Context: an optimization exercise on an open-source flow, tuned for small area. The choices shown serve that exercise and are no tape-out recipe.
In this exercise RTL edits were held to simulation tests only and were not proved equivalent to the original.
Power figures rest on the tool's default switching activity, not on a simulated workload.

Design regfile_2r2w_sweep, start of the top module:
module regfile_2r2w_sweep #(
  parameter int          DATA_W   = 32,
  parameter int          ADDR_W   = 5,
  parameter logic [31:0] RST_VAL0 = 32'h0000_FFFF,
  parameter logic [31:0] RST_VAL1 = 32'hFFFF_0000,
  parameter bit          ZERO_REG = 1'b0
) (
  input  logic              clk,
  input  logic              Reset,
  input  logic              we_a,
  input  logic [ADDR_W-1:0] waddr_a,
  input  logic [DATA_W-1:0] wdata_a,
  input  logic              we_b,
  input  logic [ADDR_W-1:0] waddr_b,
  input  logic [DATA_W-1:0] wdata_b,
  input  logic              re_a,
  input  logic [ADDR_W-1:0] raddr_a,
  output logic [DATA_W-1:0] rdata_a,
  output logic              rvalid_a,
  input  logic              re_b,
  input  logic [ADDR_W-1:0] raddr_b,
  output logic [DATA_W-1:0] rdata_b,
  output logic              rvalid_b,
  input  logic              clr_req,
  output logic              clr_busy,
  output logic              clr_done
);
clock: 5.0 ns
lec_check: 0
cap_margin: 20
core_area: 5 5.44 495 264.96
die_area: 0 0 500 270
gpl_routability_driven: 0
gpl_timing_driven: 1
place_density: 0.6
slew_margin: 20
synth_hierarchical: 1
synth_minimum_keep_size: 0
standard.sh (not shown) runs the stock make flow with config.mk's settings and CLKGATE_MAP_FILE= SYNTH_SCRIPT=/design/flow/synth_recipe.tcl, a recipe that flattens the netlist after the stock synthesis.
==> flow/flow/run.sh <==
#!/bin/bash
# Standard ORFS layout (the standard.sh) with these changes:
#  - after floorplan, combinational cells are set to their smallest size
#    (flow/downsize.tcl); placement and CTS repairs size them up as needed
#  - the register array is pre-placed as a regular grid before global
#    placement (flow/array_place.tcl) and released again after it
#    (flow/unfix_array.tcl), so detailed placement legalises it
#  - port buffers are the smallest buffer (repair_design upsizes where needed)
#  - CTS without dummy loads, clusters of up to 16 sinks within 40 um, clkbuf_8
set -euo pipefail
here=$(pwd)
export ARRAY_COL_SITES=30
export ARRAY_LEFT_UM=40
export ARRAY_GAP_SITES=2
export POST_FLOORPLAN_TCL=$here/flow/downsize.tcl
export PRE_GLOBAL_PLACE_SKIP_IO_TCL=$here/flow/array_place.tcl
export POST_GLOBAL_PLACE_TCL=$here/flow/unfix_array.tcl
export BUFFER_PORTS_ARGS="-buffer_cell sky130_fd_sc_hd__buf_1"
export CTS_ARGS="-sink_clustering_enable -repair_clock_nets -dont_use_dummy_load -sink_clustering_size 16 -sink_clustering_max_diameter 40 -buf_list {sky130_fd_sc_hd__clkbuf_8}"
bash standard.sh "$@" > standard.log 2>&1
==> flow/flow/array_place.tcl <==
# Places the register array as a regular grid before global placement:
# one column per data bit, two placement rows per entry (flip-flop row and
# logic row), the read-port cells of each column in the middle of it. The cells are
# marked FIRM so that global placement arranges the rest around them;
# unfix_array.tcl releases them again before detailed placement.
set block [ord::get_db_block]
set site_w 460
set row_h 2720
set cp_sites [expr {[info exists ::env(ARRAY_COL_SITES)] ? $::env(ARRAY_COL_SITES) : 22}]
set cp [expr {$cp_sites * $site_w}]
set nbits 32
set nent 32
set tree_rows 6
# free sites left between neighbouring cells of the array, for pin access
set gap [expr {([info exists ::env(ARRAY_GAP_SITES)] ? $::env(ARRAY_GAP_SITES) : 0) * $site_w}]

proc esc {s} { return [string map {[ \\[ ] \\]} $s] }

# rows sorted by y
set rows [lsort -command {apply {{a b} {expr {[lindex [$a getOrigin] 1] - [lindex [$b getOrigin] 1]}}}} [$block getRows]]
set core [$block getCoreArea]
set cx0 [$core xMin]; set cx1 [$core xMax]
set nrows [llength $rows]
set arr_rows [expr {2 * $nent + $tree_rows}]
set arr_w [expr {$nbits * $cp}]
# array placed at the right of a strip for the decoders, centred vertically
set left_strip [expr {[info exists ::env(ARRAY_LEFT_UM)] ? int($::env(ARRAY_LEFT_UM) * 1000) : 40000}]
set ax0 [expr {$cx0 + $left_strip}]
set ax0 [expr {$cx0 + (($ax0 - $cx0) / $site_w) * $site_w}]
if {$ax0 + $arr_w > $cx1} { error "array does not fit: [expr {$ax0 + $arr_w}] > $cx1" }
set r0 [expr {($nrows - $arr_rows) / 2}]
if {$r0 < 0} { error "array does not fit vertically" }

proc place_at {inst row x} {
  set o [lindex [$row getOrigin] 1]
  $inst setOrient [$row getOrient]
  $inst setLocation $x $o
  $inst setPlacementStatus FIRM
}
proc driver_of {net} {
  foreach it [$net getITerms] { if {[$it isOutputSignal]} { return [$it getInst] } }
  return ""
}
proc width_of {inst} { return [[$inst getMaster] getWidth] }

set placed 0
for {set j 0} {$j < $nbits} {incr j} {
  set x [expr {$ax0 + $j * $cp}]
  for {set i 0} {$i < $nent} {incr i} {
    # entries 0..15 below the read cells, 16..31 above them
    set er [expr {$i < $nent / 2 ? 2 * $i : 2 * $i + $tree_rows}]
    set frow [lindex $rows [expr {$r0 + $er}]]
    set lrow [lindex $rows [expr {$r0 + $er + 1}]]
    set ff [$block findInst [esc "r_nmem\[$i\]\[$j\]\$_DFF_P_"]]
    if {$ff eq "NULL" || $ff eq ""} { error "no flop $i $j" }
    place_at $ff $frow [expr {$x + $gap}]; incr placed
    set wn [$block findNet [esc "g_wr\[$i\].g_bit\[$j\].u_wbit.nd"]]
    set lx [expr {$x + $gap}]
    set a222 [driver_of $wn]
    if {$a222 ne ""} { place_at $a222 $lrow $lx; set lx [expr {$lx + [width_of $a222] + $gap}]; incr placed }
    # inverter or NOR on the flop output (the hold term of the write cell)
    set qn [[$ff findITerm Q] getNet]
    foreach it [$qn getITerms] {
      set li [$it getInst]
      set mn [[$li getMaster] getName]
      if {[$li getPlacementStatus] ne "FIRM" &&
          ([string match "*__inv_*" $mn] || [string match "*__clkinv_*" $mn] || [string match "*__nor2_*" $mn])} {
        place_at $li $lrow $lx; set lx [expr {$lx + [width_of $li] + $gap}]; incr placed
      }
    }
    # read pair cell: port a pairs in even entries' rows, port b in odd ones
    set k [expr {$i / 2}]
    set port [expr {$i % 2 ? "b" : "a"}]
    set pn [$block findNet [esc "g_rd\[$j\].u_rbit_$port.g_pair\[$k\].u_pair.y"]]
    if {$pn ne "NULL" && $pn ne ""} {
      set pc [driver_of $pn]
      if {$pc ne ""} { place_at $pc $lrow $lx; set lx [expr {$lx + [width_of $pc] + $gap}]; incr placed }
    }
  }
  # read tree cells and read data flops below the column
  set slot 0
  foreach port {a b} {
    set rf [$block findInst [esc "r_rdata_$port\[$j\]\$_DFF_PP0_"]]
    if {$rf eq "NULL" || $rf eq ""} { error "no rdata flop $port $j" }
    set cells [list $rf]
    set front [list $rf]
    set seen [dict create [$rf getName] 1]
    while {[llength $front]} {
      set nf {}
      foreach c $front {
        foreach it [$c getITerms] {
          if {![$it isInputSignal]} continue
          set n [$it getNet]
          if {$n eq "NULL" || $n eq ""} continue
          set d [driver_of $n]
          if {$d eq ""} continue
          if {[dict exists $seen [$d getName]]} continue
          if {[$d getPlacementStatus] eq "FIRM"} continue
          if {[[$d getMaster] isSequential]} continue
          # only cells private to this tree: single-load output nets
          set loads 0
          foreach lt [$n getITerms] { if {[$lt isInputSignal]} { incr loads } }
          if {$loads != 1} continue
          dict set seen [$d getName] 1
          lappend cells $d
          lappend nf $d
        }
      }
      set front $nf
    }
    set rrow [expr {$nent + ($port eq "a" ? 0 : $tree_rows / 2)}]
    set lx $x
    foreach c $cells {
      set w [width_of $c]
      if {$lx + $w > $x + $cp} { incr rrow; set lx $x }
      place_at $c [lindex $rows [expr {$r0 + $rrow}]] $lx
      set lx [expr {$lx + $w + $gap}]
      incr placed
    }
  }
}
puts "array_place: placed $placed cells, array at x [expr {$ax0/1000.0}] um, rows $r0..[expr {$r0 + $arr_rows - 1}]"
Other scripts of this flow, unchanged in this note and not shown: flow/flow/downsize.tcl, flow/flow/unfix_array.tcl
The starting point went through all stages and came out clean.
Rerun with:
--- a/flow/flow/run.sh
+++ b/flow/flow/run.sh
@@ -10,5 +10,5 @@
 set -euo pipefail
 here=$(pwd)
-export ARRAY_COL_SITES=30
+export ARRAY_COL_SITES=32
 export ARRAY_LEFT_UM=40
 export ARRAY_GAP_SITES=2
- CORE_AREA: 5 5.44 495 264.96 -> 5 5.44 525 264.96
- DIE_AREA: 0 0 500 270 -> 0 0 530 270
- The new run produced a clean layout
- sequential power hardly moves
- setup slack is better by 460 ps
- combinational power stays flat
- maximum frequency went up by 13%
- area after synthesis is unchanged
- global-route usage went down by 2.1 points

## re-timing with driven ports
No port has a modelled driver above. Below, the same layouts with a new extraction and two added sets of constraints.
Step 1 sets driving cells, clkbuf_16 on the clock port and buf_2 on the other inputs (assumed; they add their load-dependent delay and slew).
Step 2 also shifts input and output timing later by t, the mid clock arrival at the registers, as if the neighbouring blocks saw the same clock.
a / b / c = ideal ports / drivers / drivers and shift; a / b = the first two.
| run | t, ns | setup WS [ns] | clock arrival spread, ns | worst register clock-pin slew, ns | worst data-port slew with drivers (ns) |
|---|---|---|---|---|---|
| the first run | 0.918 | 1.003 / 1.008 / 0.090 | 0.097 / 0.097 | 0.12 / 0.12 | 0.19 |
| the second run | 0.918 | 1.462 / 1.479 / 0.561 | 0.080 / 0.080 | 0.10 / 0.10 | 0.11 |
After both steps every run listed still meets setup and hold. For the first run, which loses most, drivers alone change the setup slack by +0.005 ns; drivers and shift together by -0.913 ns.
